What follows belongs to an exercise in optimizing a design on an open flow for small area and a short achievable clock period; a production flow would make more cautious choices. The RTL was checked by simulation tests, not by an equivalence proof against the original design. Power is estimated from default activity; no workload was simulated.

== north ==
==> flow/design.v (excerpt) <==
module dmem_responder
#(
   parameter int ADDR_W      = 32,
   parameter int DEPTH_WORDS = 64,
   parameter int WAIT_CYCLES = 2
) (
   input  logic              clk,
   input  logic              reset,
   input  logic              req_valid,
   output logic              req_ready,
   input  logic              req_we,
   input  logic [ADDR_W-1:0] req_addr,
   input  logic [31:0]       req_wdata,
   input  logic [2:0]        req_funct3,
   output logic              rsp_valid,
   input  logic              rsp_ready,
   output logic [31:0]       rsp_rdata,
   output logic              rsp_err
);
   localparam int NR = 16;
   logic s1, s2, s3, busy;                
   always_ff @(posedge clk or negedge reset) begin
      if (!reset) begin
         req_ready <= 1'b0;
         s1        <= 1'b0;
         s2        <= 1'b0;
         s3        <= 1'b0;
         busy      <= 1'b0;
         rsp_valid <= 1'b0;
      end else begin
         req_ready <= req_ready ? !req_valid : (rsp_valid ? rsp_ready : !(s1 | s2 | s3));
         s1        <= req_ready & req_valid;
         s2        <= s1;
         s3        <= s2;
         busy      <= (req_ready & req_valid) | s1 | s2;
         rsp_valid <= s3 | (rsp_valid & !rsp_ready);
      end
   end
   logic [1:0] rot;
   always_ff @(posedge clk)
      rot <= rot + 2'd1;
   logic [31:0] q_data;
   logic [3:0]  q_mask;
   logic        q_bad, q_err;
   logic [3:0]  q_b0;
   logic [2:0]  q_b1;
   logic [1:0]  q_hi;
   logic        q_xb, q_xh;
   dmem_store_lanes u_store (
      .we         (req_we),
      .funct3     (req_funct3),
      .lane       (req_addr[1:0]),
      .wdata      (req_wdata),
      .store_data (q_data),
      .store_mask (q_mask),
      .bad        (q_bad)
   );
   assign q_err = q_bad | (|req_addr[ADDR_W-1:8]);
   dmem_load_ctl u_ctl (
      .ld     (!req_we & !q_err),
      .funct3 (req_funct3),
      .lane   (req_addr[1:0]),
      .b0     (q_b0),
      .b1     (q_b1),
      .hi     (q_hi),
      .xb     (q_xb),
      .xh     (q_xh)
   );
   logic          a_st, a_err;
  ...
==> flow/config.mk <==
export PLATFORM = sky130hd
export DESIGN_NAME = dmem_responder
export DESIGN_NICKNAME = dmem_responder
export VERILOG_FILES = /design/flow/design.v
export SDC_FILE = /design/flow/constraint.sdc
export NUM_CORES = 4
export LEC_CHECK = 0
export CAP_MARGIN = 20
export CORE_MARGIN = 2
export CORE_UTILIZATION = 50
export CTS_BUF_LIST = sky130_fd_sc_hd__clkbuf_8 sky130_fd_sc_hd__clkbuf_16
export CTS_CLUSTER_DIAMETER = 100
export CTS_CLUSTER_SIZE = 26
export SETUP_SLACK_MARGIN = 3.6
export SLEW_MARGIN = 20
==> flow/constraint.sdc <==
create_clock -name core_clock -period 6.0 [get_ports {clk}]
set_input_delay 1.2000 -clock core_clock [delete_from_list [all_inputs] [get_ports {clk}]]
set_output_delay 1.2000 -clock core_clock [all_outputs]
set_load 0.01 [all_outputs]
standard.sh (not shown) runs the stock make flow with config.mk's settings and CLKGATE_MAP_FILE= SYNTH_SCRIPT=/design/flow/synth_recipe.tcl, a recipe that flattens the netlist after the stock synthesis.
==> flow/flow/run.sh <==
#!/bin/bash
# The standard layout (the standard.sh), with these changes:
#  - the port buffers are buf_4 cells instead of the library's default pick (a delay cell)
#  - gate sizing may change a cell's footprint (MATCH_CELL_FOOTPRINT=0), so that cells on
#    the critical paths can be upsized
#  - after global placement each output port buffer is moved next to the register that
#    drives it and both are given a stronger cell (flow/post_gp.tcl); detailed placement
#    legalises them
# The whole make output goes to standard.log; ORFS keeps each step's log under orfs/logs.
set -euo pipefail
bash standard.sh MATCH_CELL_FOOTPRINT=0 'BUFFER_PORTS_ARGS=-buffer_cell sky130_fd_sc_hd__buf_4' \
  "POST_GLOBAL_PLACE_TCL=$PWD/flow/post_gp.tcl" finish > standard.log 2>&1
==> flow/flow/post_gp.tcl <==
# After global placement: put each output port buffer on top of the register that drives
# it (detailed placement legalises it later). The register then drives a short wire and the
# port buffer drives the long wire to the pin. Both get a stronger cell: the register the
# next drive strength of its type, the port buffer a buf_8.
set n 0
foreach buf [get_cells output*] {
  foreach ipin [get_pins -of_objects $buf -filter "direction == input"] {
    foreach dpin [get_pins -of_objects [get_nets -of_objects $ipin] -filter "direction == output"] {
      set drv [get_cells -of_objects $dpin]
      set master [get_property $drv ref_name]
      if {[string match "sky130_fd_sc_hd__df*" $master]} {
        set loc [[sta::sta_to_db_inst $drv] getLocation]
        [sta::sta_to_db_inst $buf] setLocation [lindex $loc 0] [lindex $loc 1]
        if {[regexp {^(sky130_fd_sc_hd__df[a-z]+)_1$} $master -> base]} {
          replace_cell $drv ${base}_2
        }
        replace_cell $buf sky130_fd_sc_hd__buf_8
        incr n
      }
    }
  }
}
puts "post_gp: moved and resized $n output buffers and their registers"
The following lists how south was set up differently from north:
# north
export LEC_CHECK = 0
export CAP_MARGIN = 20
export CORE_MARGIN = 2
export CORE_UTILIZATION = 50
export CTS_BUF_LIST = sky130_fd_sc_hd__clkbuf_8 sky130_fd_sc_hd__clkbuf_16
export CTS_CLUSTER_DIAMETER = 100
export CTS_CLUSTER_SIZE = 26
export SETUP_SLACK_MARGIN = 3.6
export SLEW_MARGIN = 20
create_clock -name core_clock -period 6.0 [get_ports {clk}]
# south
export LEC_CHECK = 0
export CAP_MARGIN = 20
export CORE_MARGIN = 2
export CORE_UTILIZATION = 50
export CTS_BUF_LIST = sky130_fd_sc_hd__clkbuf_8 sky130_fd_sc_hd__clkbuf_16
export CTS_CLUSTER_DIAMETER = 100
export CTS_CLUSTER_SIZE = 26
export PLACE_DENSITY = 0.7
export SETUP_SLACK_MARGIN = 3.6
export SLEW_MARGIN = 20
create_clock -name core_clock -period 6.0 [get_ports {clk}]
==> flow/flow/run.sh <==
#!/bin/bash
# The standard layout (the standard.sh), with these changes:
#  - the input ports get buf_1 buffers and the output ports buf_4 buffers, instead of the
#    library's default pick (a delay cell); the outputs are buffered in flow/post_gp.tcl
#  - gate sizing may change a cell's footprint (MATCH_CELL_FOOTPRINT=0), so that cells on
#    the critical paths can be upsized
#  - after global placement each output port buffer is moved next to the register that
#    drives it (flow/post_gp.tcl); detailed placement legalises it
# The whole make output goes to standard.log; ORFS keeps each step's log under orfs/logs.
set -euo pipefail
bash standard.sh MATCH_CELL_FOOTPRINT=0 'BUFFER_PORTS_ARGS=-inputs -buffer_cell sky130_fd_sc_hd__buf_1' \
  "POST_GLOBAL_PLACE_TCL=$PWD/flow/post_gp.tcl" finish > standard.log 2>&1
==> flow/flow/post_gp.tcl <==
# After global placement: buffer the output ports (the inputs were buffered with buf_1 cells
# before it), and put each output port buffer on top of the register that drives it
# (detailed placement legalises it later). The register then drives a short wire and the
# stronger port buffer drives the long wire to the pin.
buffer_ports -outputs -buffer_cell sky130_fd_sc_hd__buf_4
set n 0
foreach buf [get_cells output*] {
  foreach ipin [get_pins -of_objects $buf -filter "direction == input"] {
    foreach dpin [get_pins -of_objects [get_nets -of_objects $ipin] -filter "direction == output"] {
      set drv [get_cells -of_objects $dpin]
      if {[string match "sky130_fd_sc_hd__df*" [get_property $drv ref_name]]} {
        set loc [[sta::sta_to_db_inst $drv] getLocation]
        [sta::sta_to_db_inst $buf] setLocation [lindex $loc 0] [lindex $loc 1]
        incr n
      }
    }
  }
}
puts "post_gp: moved $n output buffers next to their registers"
### Flow results
Compared with north, south shows first-iteration DRC count that has gone up by more than 10%.
north → south: maximum clock path buffer count roughly the same, clock skew roughly the same, post-placement setup slack fell 0.50 ns.
On fill cell total of the finished layout: south sits below north.
south vs north, destination of the critical timing path: rsp_rdata[9] vs rsp_rdata[31]
Higher count of clock-buffer cells in the layout goes to south over north.
Relative to north, wire length per cell has gone down in south.
From north to south the numbers moved as follows: power density over cell area held; total power -0.68%.
For east, these inputs were changed with respect to south:
# south
export LEC_CHECK = 0
export CAP_MARGIN = 20
export CORE_MARGIN = 2
export CORE_UTILIZATION = 50
export CTS_BUF_LIST = sky130_fd_sc_hd__clkbuf_8 sky130_fd_sc_hd__clkbuf_16
export CTS_CLUSTER_DIAMETER = 100
export CTS_CLUSTER_SIZE = 26
export PLACE_DENSITY = 0.7
export SETUP_SLACK_MARGIN = 3.6
export SLEW_MARGIN = 20
create_clock -name core_clock -period 6.0 [get_ports {clk}]
# east
export LEC_CHECK = 0
export CAP_MARGIN = 20
export CORE_MARGIN = 2
export CORE_UTILIZATION = 50
export CTS_BUF_LIST = sky130_fd_sc_hd__clkbuf_8 sky130_fd_sc_hd__clkbuf_16
export CTS_CLUSTER_DIAMETER = 100
export CTS_CLUSTER_SIZE = 26
export SETUP_SLACK_MARGIN = 3.6
export SLEW_MARGIN = 20
create_clock -name core_clock -period 6.0 [get_ports {clk}]
==> flow/flow/run.sh <==
#!/bin/bash
# The standard layout (the standard.sh), with two changes to the resizer:
#  - the port buffers are buf_4 cells instead of the library's default pick (a delay cell)
#  - gate sizing may change a cell's footprint (MATCH_CELL_FOOTPRINT=0), so that flip-flops
#    and port buffers on the critical paths can be upsized
# The whole make output goes to standard.log; ORFS keeps each step's log under orfs/logs.
set -euo pipefail
bash standard.sh MATCH_CELL_FOOTPRINT=0 'BUFFER_PORTS_ARGS=-buffer_cell sky130_fd_sc_hd__buf_4' finish > standard.log 2>&1
removed: flow/flow/post_gp.tcl
[summary]
Compare south and east | ratio of cells with drive above 1 in the final layout higher: east
On clock transition time at the flip-flop clock pins of the worst setup and hold paths, south and east are basically level.
Met1 capacity usage during global routing (lower): south
Run comparison: south slowest library cell on the worst path dfrtp_1; east slowest library cell on the worst path dfrtp_2
Delta (east minus south): measured slew at the worst slew-check pin shows an increase of 0.11 ns, sequential cell area in the final layout stayed essentially flat, sequential power held steady, clock-buffer cell count rose 2, via count lost 1.6%.
Going from south to east, proportion of power drawn by the clock network now sits higher, routed length on met2 now sits higher.
> inputs changed (east -> west)
# east
export LEC_CHECK = 0
export CAP_MARGIN = 20
export CORE_MARGIN = 2
export CORE_UTILIZATION = 50
export CTS_BUF_LIST = sky130_fd_sc_hd__clkbuf_8 sky130_fd_sc_hd__clkbuf_16
export CTS_CLUSTER_DIAMETER = 100
export CTS_CLUSTER_SIZE = 26
export SETUP_SLACK_MARGIN = 3.6
export SLEW_MARGIN = 20
create_clock -name core_clock -period 6.0 [get_ports {clk}]
# west
export LEC_CHECK = 0
export CAP_MARGIN = 20
export CORE_MARGIN = 2
export CORE_UTILIZATION = 50
export CTS_BUF_LIST = sky130_fd_sc_hd__clkbuf_8 sky130_fd_sc_hd__clkbuf_16
export CTS_CLUSTER_DIAMETER = 60
export CTS_CLUSTER_SIZE = 26
export SETUP_SLACK_MARGIN = 3.6
export SLEW_MARGIN = 20
create_clock -name core_clock -period 6.0 [get_ports {clk}]
==> flow/flow/run.sh <==
#!/bin/bash
# The standard layout (the standard.sh), with these changes:
#  - the port buffers are buf_4 cells instead of the library's default pick (a delay cell)
#  - gate sizing may change a cell's footprint (MATCH_CELL_FOOTPRINT=0), so that cells on
#    the critical paths can be upsized
#  - after global placement each output port buffer is moved next to the register that
#    drives it (flow/post_gp.tcl); detailed placement legalises it
# The whole make output goes to standard.log; ORFS keeps each step's log under orfs/logs.
set -euo pipefail
bash standard.sh MATCH_CELL_FOOTPRINT=0 'BUFFER_PORTS_ARGS=-buffer_cell sky130_fd_sc_hd__buf_4' \
  "POST_GLOBAL_PLACE_TCL=$PWD/flow/post_gp.tcl" finish > standard.log 2>&1
==> flow/flow/post_gp.tcl (new file) <==
# After global placement: put each output port buffer on top of the register that drives
# it (detailed placement legalises it later). The register then drives a short wire and the
# stronger port buffer drives the long wire to the pin.
set n 0
foreach buf [get_cells output*] {
  foreach ipin [get_pins -of_objects $buf -filter "direction == input"] {
    foreach dpin [get_pins -of_objects [get_nets -of_objects $ipin] -filter "direction == output"] {
      set drv [get_cells -of_objects $dpin]
      if {[string match "sky130_fd_sc_hd__df*" [get_property $drv ref_name]]} {
        set loc [[sta::sta_to_db_inst $drv] getLocation]
        [sta::sta_to_db_inst $buf] setLocation [lindex $loc 0] [lindex $loc 1]
        incr n
      }
    }
  }
}
puts "post_gp: moved $n output buffers next to their registers"
Results
- west ended with every stage complete and zero timing, DRC or antenna violations.
- Summary of west over east: wire length of the first global-routing pass grew by 1.0%, core utilization went up by 1.6 points, number of levels the H-tree was split into up 1.
- Delta (west minus east): setup slack went up 0.045 ns, clock group share of total power went up 5.5 points, design area went up about 3%, number of fillers in the final layout went down 172.

[what the ideal ports hide]
The results above use ideal ports. As a check the final layouts listed here were re-extracted and re-timed, cells and wires unchanged. Step 1, drivers: a clkbuf_16 drives clk and a buf_2 each remaining input, both assumed. Step 2, shift: input delay + t, output delay - t, t = (earliest + latest rising clock arrival at the registers) / 2. This alone moves slack from input paths to output paths. Slacks: ideal / step 1 / step 2; pairs: ideal / step 1.
run	shift t [ns]	slack for setup (ns)	worst setup path at the end
north	0.785	3.480 / 3.399 / 3.190	input to register
south	0.796	3.458 / 3.375 / 2.946	input to register
east	0.794	3.403 / 3.323 / 2.986	input to register
west	0.833	3.448 / 3.367 / 2.936	input to register
After both steps setup and hold are still met in every run listed.
